From an optimization exercise on the open Yosys and OpenROAD flow, aimed at small area, a short achievable clock period and few clock cycles; shortcuts taken in it are not production practice.
In this exercise RTL edits were held to simulation tests only and were not proved equivalent to the original.
Power and IR drop assume default switching activity.

== the reference run ==
// line_edit_buffer
module line_edit_buffer (
    input  logic               i_clk,
    input  logic               i_rst_n,
    input  logic               i_cmd_valid,
    output logic               o_cmd_ready,
    input  logic [3:0]         i_cmd_kind,
    input  logic [7:0]         i_cmd_char_in,
    output logic               o_res_valid,
    input  logic               i_res_ready,
    output logic               o_res_accepted,
    output logic [6:0]         o_res_cursor_col,
    output logic [6:0]         o_res_line_length,
    output logic [15:0]        o_res_line_number,
    output logic               o_res_char_valid,
    output logic [7:0]         o_res_char_out,
    output logic               o_res_last
);
For scale: roughly 630 flip-flops, roughly 0.030 mm2 of cells after synthesis.
export LEC_CHECK = 0
export CAP_MARGIN = 20
export CORE_MARGIN = 2
export CORE_UTILIZATION = 35
export SETUP_SLACK_MARGIN = 2.7
export SLEW_MARGIN = 20
export SYNTH_HIERARCHICAL = 1
create_clock -name core_clock -period 5.0 [get_ports {i_clk}]
standard.sh (not shown) runs the stock make flow with config.mk's settings and CLKGATE_MAP_FILE= SYNTH_SCRIPT=/design/flow/synth_recipe.tcl, a recipe that flattens the netlist after the stock synthesis.
==> flow/flow/run.sh <==
#!/bin/bash
# The standard layout (standard.sh), with two changes:
# - the input and output ports are buffered with buf_4 cells. The default pick,
#   clkdlybuf4s50_1, is a slow delay cell, and the platform's footprint-matched resizing
#   cannot swap it for a faster buffer later.
# - clock tree synthesis clusters up to 20 sinks within 80 um per leaf buffer and adds no
#   dummy loads: about half the clock buffers of the default, with the same insertion delay
#   and flip-flop clock slews near 90 ps.
# The whole make output goes to run_standard.log here; ORFS keeps each step's log under orfs/logs.
set -euo pipefail
export BUFFER_PORTS_ARGS="-buffer_cell sky130_fd_sc_hd__buf_4"
export CTS_ARGS="-sink_clustering_enable -repair_clock_nets -sink_clustering_size 20 -sink_clustering_max_diameter 80 -dont_use_dummy_load"
bash standard.sh > run_standard.log 2>&1
Testbench counts of the reference run, summed over its fixed seeds: cycles 21,059.
Inputs modified between the reference run and the trial run:
Settings: SETUP_SLACK_MARGIN now 2.75, was 2.7.
==> flow/flow/run.sh <==
#!/bin/bash
# The standard layout (standard.sh), with one change: the input and output ports are
# buffered with buf_2 cells. The default pick, clkdlybuf4s50_1, is a slow delay cell, and
# the platform's footprint-matched resizing cannot swap it for a faster buffer later.
# The whole make output goes to run_standard.log here; ORFS keeps each step's log under orfs/logs.
set -euo pipefail
export BUFFER_PORTS_ARGS="-buffer_cell sky130_fd_sc_hd__buf_2"
bash standard.sh > run_standard.log 2>&1
### Flow results
The trial run finished every step from synthesis to the final layout, and the layout passed the timing, DRC and antenna checks.
Summary: with the reference run as the reference, total power in the trial run moved up by more than 10%.
The trial run ended with more total track usage than the reference run.
Internal power contribution went up by more than 10% going from the reference run to the trial run.
Summary — clock network fraction of design power, the trial run relative to the reference run: higher, by 8.4 points.
Looking at fraction of area in registers, the trial run sits 1.4 points lower than the reference run does.
The combinational power reported for the trial run is greater than that of the reference run by about 3%.
The trial run against the reference run: final weighted congestion in routability-driven placement has remained practically unchanged; non-clock buffer area fraction after layout has remained practically unchanged.

Setup of P:
line_edit_buffer again, from the RTL that the note above started with.
export LEC_CHECK = 0
export CAP_MARGIN = 20
export CORE_MARGIN = 2
export CORE_UTILIZATION = 35
export SETUP_SLACK_MARGIN = 2.7
export SLEW_MARGIN = 20
export SYNTH_HIERARCHICAL = 1
create_clock -name core_clock -period 5.0 [get_ports {i_clk}]
==> flow/flow/run.sh <==
#!/bin/bash
# The standard layout (standard.sh), with two changes:
# - the input and output ports are buffered with buf_2 cells. The default pick,
#   clkdlybuf4s50_1, is a slow delay cell, and the platform's footprint-matched resizing
#   cannot swap it for a faster buffer later.
# - clock tree synthesis clusters up to 20 sinks within 80 um per leaf buffer and adds no
#   dummy loads: about half the clock buffers of the default, with the same insertion delay
#   and flip-flop clock slews near 90 ps.
# The whole make output goes to run_standard.log here; ORFS keeps each step's log under orfs/logs.
set -euo pipefail
export BUFFER_PORTS_ARGS="-buffer_cell sky130_fd_sc_hd__buf_2"
export CTS_ARGS="-sink_clustering_enable -repair_clock_nets -sink_clustering_size 20 -sink_clustering_max_diameter 80 -dont_use_dummy_load"
bash standard.sh > run_standard.log 2>&1
Testbench counts of P, summed over its fixed seeds: cycles 21,059.
Edits applied to the flow inputs when going from P to Q:
Settings: SETUP_SLACK_MARGIN changed from 2.7 to 2.8.
--- outcome ---
Q: all stages complete, timing, DRC and antenna checks passed. Comparing P with Q, the power in the clock group came out essentially unchanged. Largest net degree at the start of global routing, P and Q, lower one = P. Post-route worst setup slack ended up 0.10 ns higher on Q than on P. Q against P: critical path depth moved up; power dissipated in sequential cells flat; power after layout shrank by about 0.4%.

line_edit_buffer, a different RTL version from the one above (not shown whole).
Size: ~630 flip-flops, ~59 I/O pins.
Settings: LEC_CHECK=0, CAP_MARGIN=20, CORE_MARGIN=2, CORE_UTILIZATION=35, SETUP_SLACK_MARGIN=3.0, SLEW_MARGIN=20, SYNTH_HIERARCHICAL=1; clock period 5.0 ns.
Scripts as last shown in full above: flow/flow/run.sh
The baseline went through all stages and came out clean.
Testbench counts at the start, summed over its fixed seeds: cycles 21,059.
Rerun with:
SETUP_SLACK_MARGIN = 2.9   (was 3.0)
After rerunning: The changed run ran to the end with no violations. Area after synthesis is unchanged. Global-route usage is lower by 0.43 points. Die area does not change. Clock skew decreases by 0.020 ns. Fmax stays flat. Power shrinks slightly. Setup slack loses 0.0057 ns. Non-clock buffer count came out lower by 70. Final area goes down by a few percent. Via count goes down slightly.

==> what the ideal ports hide <==
No port has a modelled driver above. Below, the same layouts with a new extraction and two added sets of constraints. Step 1: set_driving_cell puts a clkbuf_16 on i_clk and a buf_2 on each other input, an assumption about the parent block. Step 2 adds t to the input delays and takes it off the output delays; t is the mean of the earliest and latest rising clock arrival at the registers after step 1. Input paths then give back, and output paths get back, about the clock's delay inside the block. a / b / c = ideal ports / drivers / drivers and shift; a / b = the first two.
| run | shift t [ns] | setup slack, ns | worst setup path at the end |
|---|---|---|---|
| the reference run | 0.650 | 2.731 / 2.668 / 2.363 | input to register |
| the trial run | 0.694 | 2.769 / 2.696 / 2.212 | input to register |
| P | 0.659 | 2.704 / 2.632 / 2.288 | input to register |
| Q | 0.662 | 2.806 / 2.756 / 2.261 | input to register |
| the first run of note 3 | 0.653 | 2.867 / 2.797 / 2.507 | input to register |
| the second run of note 3 | 0.663 | 2.861 / 2.795 / 2.420 | input to register |
After both steps setup and hold are still met in every run listed. The setup slack of the trial run, which loses most, moves by -0.073 ns with the drivers and by -0.557 ns with both steps.
